Background: an optimization exercise with open tools, aiming at a short achievable clock period and few clock cycles per item. Do not read the settings as production practice. Function was checked by simulation only, so behaviour that the tests miss may differ from the original. Power figures rest on the tool's default switching activity, not on a simulated workload.

Design vft_top, start of the top module:
module vft_top (
  input  logic        clk_i,
  input  logic        rst_ni,
  input  logic        in_valid_i,
  output logic        in_ready_o,
  input  logic [36:0] in_data_i,
  output logic        out_valid_o,
  input  logic        out_ready_i,
  output logic [71:0] out_data_o
);
==> flow/config.mk <==
export PLATFORM = sky130hd
export DESIGN_NAME = vft_top
export DESIGN_NICKNAME = vft_top
export VERILOG_FILES = /design/flow/design.v
export SDC_FILE = /design/flow/constraint.sdc
export NUM_CORES = 4
export LEC_CHECK = 0
export ABC_CLOCK_PERIOD_IN_PS = 2500
export CAP_MARGIN = 20
export CORE_MARGIN = 2
export CORE_UTILIZATION = 45
export CTS_CLUSTER_DIAMETER = 100
export CTS_CLUSTER_SIZE = 20
export SLEW_MARGIN = 20
==> flow/constraint.sdc <==
create_clock -name core_clock -period 8.0 [get_ports {clk_i}]
set_input_delay 1.6000 -clock core_clock [delete_from_list [all_inputs] [get_ports {clk_i}]]
set_output_delay 1.6000 -clock core_clock [all_outputs]
set_load 0.01 [all_outputs]
standard.sh (not shown) runs the stock make flow with config.mk's settings and CLKGATE_MAP_FILE= SYNTH_SCRIPT=/design/flow/synth_recipe.tcl, a recipe that flattens the netlist after the stock synthesis.
==> flow/flow/run.sh <==
#!/bin/bash
set -euo pipefail
bash standard.sh synth > synth.log 2>&1
bash standard.sh \
  "BUFFER_PORTS_ARGS=-buffer_cell sky130_fd_sc_hd__buf_4" \
  "IO_CONSTRAINTS=$PWD/flow/io.tcl" \
  "PRE_DETAIL_PLACE_TCL=$PWD/flow/out_flops.tcl" \
  "SETUP_SLACK_MARGIN=${MARGIN:-5.5}" \
  finish > layout.log 2>&1
test -s out/final.def
==> flow/flow/io.tcl <==
# Result side on the right edge, word side on the left edge.
set_io_pin_constraint -pin_names {out_data_o[*] out_valid_o out_ready_i in_ready_o} -region right:*
set_io_pin_constraint -pin_names {in_data_i[*] in_valid_i} -region left:*
==> flow/flow/out_flops.tcl <==
# Before detailed placement: move each flip-flop that drives an output port's
# buffer onto that buffer's spot, so the register sits by its pin; detailed
# placement then legalizes it next to the buffer. Nothing else changes.
set block [ord::get_db_block]
set moved 0
foreach bt [$block getBTerms] {
  if {[$bt getIoType] != "OUTPUT"} { continue }
  set net [$bt getNet]
  if {$net == "NULL"} { continue }
  set buf ""
  foreach it [$net getITerms] {
    if {[$it isOutputSignal]} { set buf [$it getInst] }
  }
  if {$buf == ""} { continue }
  set drv ""
  foreach it [$buf getITerms] {
    if {[$it isInputSignal]} {
      set in [$it getNet]
      if {$in == "NULL"} { continue }
      foreach jt [$in getITerms] {
        if {[$jt isOutputSignal]} { set drv [$jt getInst] }
      }
    }
  }
  if {$drv == "" || ![string match "*__df*" [[$drv getMaster] getName]]} { continue }
  set loc [$buf getLocation]
  $drv setLocation [lindex $loc 0] [lindex $loc 1]
  incr moved
}
puts "out_flops: moved $moved output flip-flops next to their port buffers"
The baseline completed with no timing, DRC or antenna violations.
Testbench counts at the start, summed over its fixed seeds: cycles 12,992, items 12,800.
Rerun with:
- CORE_UTILIZATION: 45 -> 55
- The new run finished clean
- clock-buffer cell count increases by 4
- sequential share of layout area increases by 0.32 points
- setup slack gets worse by 58 ps
- die area decreases by 18%
- power decreases by 1.5%
- routed wire length increases by 0.83%
- non-clock buffer count increases by 6
- area after synthesis does not change
Rerun with:
--- a/flow/flow/run.sh
+++ b/flow/flow/run.sh
@@ -7 +6,0 @@
-  "PRE_DETAIL_PLACE_TCL=$PWD/flow/out_flops.tcl" \
- CORE_UTILIZATION: 55 -> 45
removed: flow/flow/out_flops.tcl
Effect: The changed run ran to the end with no violations; utilization is lower by 12 points; wire length is lower by 2.8%; sequential share of layout area went up by 0.57 points; area after synthesis stays the same.


Setup of old:
vft_top again, from the RTL that the note above started with.
export LEC_CHECK = 0
export ABC_CLOCK_PERIOD_IN_PS = 2500
export CAP_MARGIN = 20
export CORE_MARGIN = 2
export CORE_UTILIZATION = 45
export CTS_CLUSTER_DIAMETER = 100
export CTS_CLUSTER_SIZE = 22
export SLEW_MARGIN = 20
create_clock -name core_clock -period 8.0 [get_ports {clk_i}]
==> flow/flow/run.sh <==
#!/bin/bash
set -euo pipefail
bash standard.sh synth > synth.log 2>&1
bash standard.sh \
  "BUFFER_PORTS_ARGS=-buffer_cell sky130_fd_sc_hd__buf_4" \
  "IO_CONSTRAINTS=$PWD/flow/io.tcl" \
  "PRE_DETAIL_PLACE_TCL=$PWD/flow/out_flops.tcl" \
  "SETUP_SLACK_MARGIN=${MARGIN:-5.5}" \
  finish > layout.log 2>&1
test -s out/final.def
==> flow/flow/out_flops.tcl <==
# Before detailed placement: move each flip-flop that drives an output port's
# buffer onto that buffer's spot, so the register sits by its pin; detailed
# placement then legalizes it next to the buffer. Nothing else changes.
set block [ord::get_db_block]
set moved 0
foreach bt [$block getBTerms] {
  if {[$bt getIoType] != "OUTPUT"} { continue }
  set net [$bt getNet]
  if {$net == "NULL"} { continue }
  set buf ""
  foreach it [$net getITerms] {
    if {[$it isOutputSignal]} { set buf [$it getInst] }
  }
  if {$buf == ""} { continue }
  set drv ""
  foreach it [$buf getITerms] {
    if {[$it isInputSignal]} {
      set in [$it getNet]
      if {$in == "NULL"} { continue }
      foreach jt [$in getITerms] {
        if {[$jt isOutputSignal]} { set drv [$jt getInst] }
      }
    }
  }
  if {$drv == "" || ![string match "*__df*" [[$drv getMaster] getName]]} { continue }
  set loc [$buf getLocation]
  $drv setLocation [lindex $loc 0] [lindex $loc 1]
  incr moved
}
puts "out_flops: moved $moved output flip-flops next to their port buffers"
Scripts as last shown in full above: flow/flow/io.tcl
Looking at the reports, old completed the entire flow and the layout it produced met the timing, design-rule and antenna checks.
Testbench counts of old, summed over its fixed seeds: cycles 12,992, items 12,800.
Inputs modified between old and new:
- changing CORE_UTILIZATION from 45 to 55
- changing CTS_CLUSTER_SIZE from 22 to 20
--- a/flow/flow/run.sh
+++ b/flow/flow/run.sh
@@ -5,5 +5,4 @@
   "BUFFER_PORTS_ARGS=-buffer_cell sky130_fd_sc_hd__buf_4" \
   "IO_CONSTRAINTS=$PWD/flow/io.tcl" \
-  "PRE_DETAIL_PLACE_TCL=$PWD/flow/out_flops.tcl" \
   "SETUP_SLACK_MARGIN=${MARGIN:-5.5}" \
   finish > layout.log 2>&1
removed: flow/flow/out_flops.tcl
Results
- Pre-CTS worst setup slack in new is 1250 ps above old.
- Compared with old, new shows a final HPWL from detailed placement that is about 0.32% higher.
- [new] core box area fell 29,000 um^2 relative to old
- new vs old — hold path depth dropped 2.
- Against old, new comes in 1.6 points higher on relative contribution of the clock network to total power.
- Final cycle utilization of the critical path in new is 1.1 points above old.
- Measured against new, the filler-free cell count of the finished design of old comes out at 1.06 times the reference value.
- Compared with old, the detailed router inserted fewer vias in new.
- Comparing new with old, the amount of wire on met2 after detailed routing came out essentially unchanged.
- Summary — leakage power, new relative to old: lower, by 0.66 nW.

## what the ideal ports hide
The results above use ideal ports. As a check the final layouts listed here were re-extracted and re-timed, cells and wires unchanged.
Step 1, drivers: a clkbuf_16 drives clk_i and a buf_2 each remaining input, both assumed.
Step 2 also shifts input and output timing later by t, the mid clock arrival at the registers, as if the neighbouring blocks saw the same clock.
a / b / c = ideal ports / drivers / drivers and shift; a / b = the first two.
| run | t (ns) | slack for setup (ns) | worst data-port slew with drivers (ns) |
|---|---|---|---|
| the first run of note 1 | 0.808 | 5.173 / 5.091 / 4.800 | 0.19 |
| the second run of note 1 | 0.823 | 5.115 / 5.028 / 4.762 | 0.14 |
| the third run of note 1 | 0.796 | 5.066 / 4.989 / 4.840 | 0.18 |
| old | 0.802 | 5.159 / 5.075 / 4.803 | 0.20 |
| new | 0.818 | 5.074 / 4.990 / 4.751 | 0.13 |
After both steps setup and hold are still met in every run listed. For the first run of note 1, which loses most, drivers alone change the setup slack by -0.082 ns; drivers and shift together by -0.373 ns.
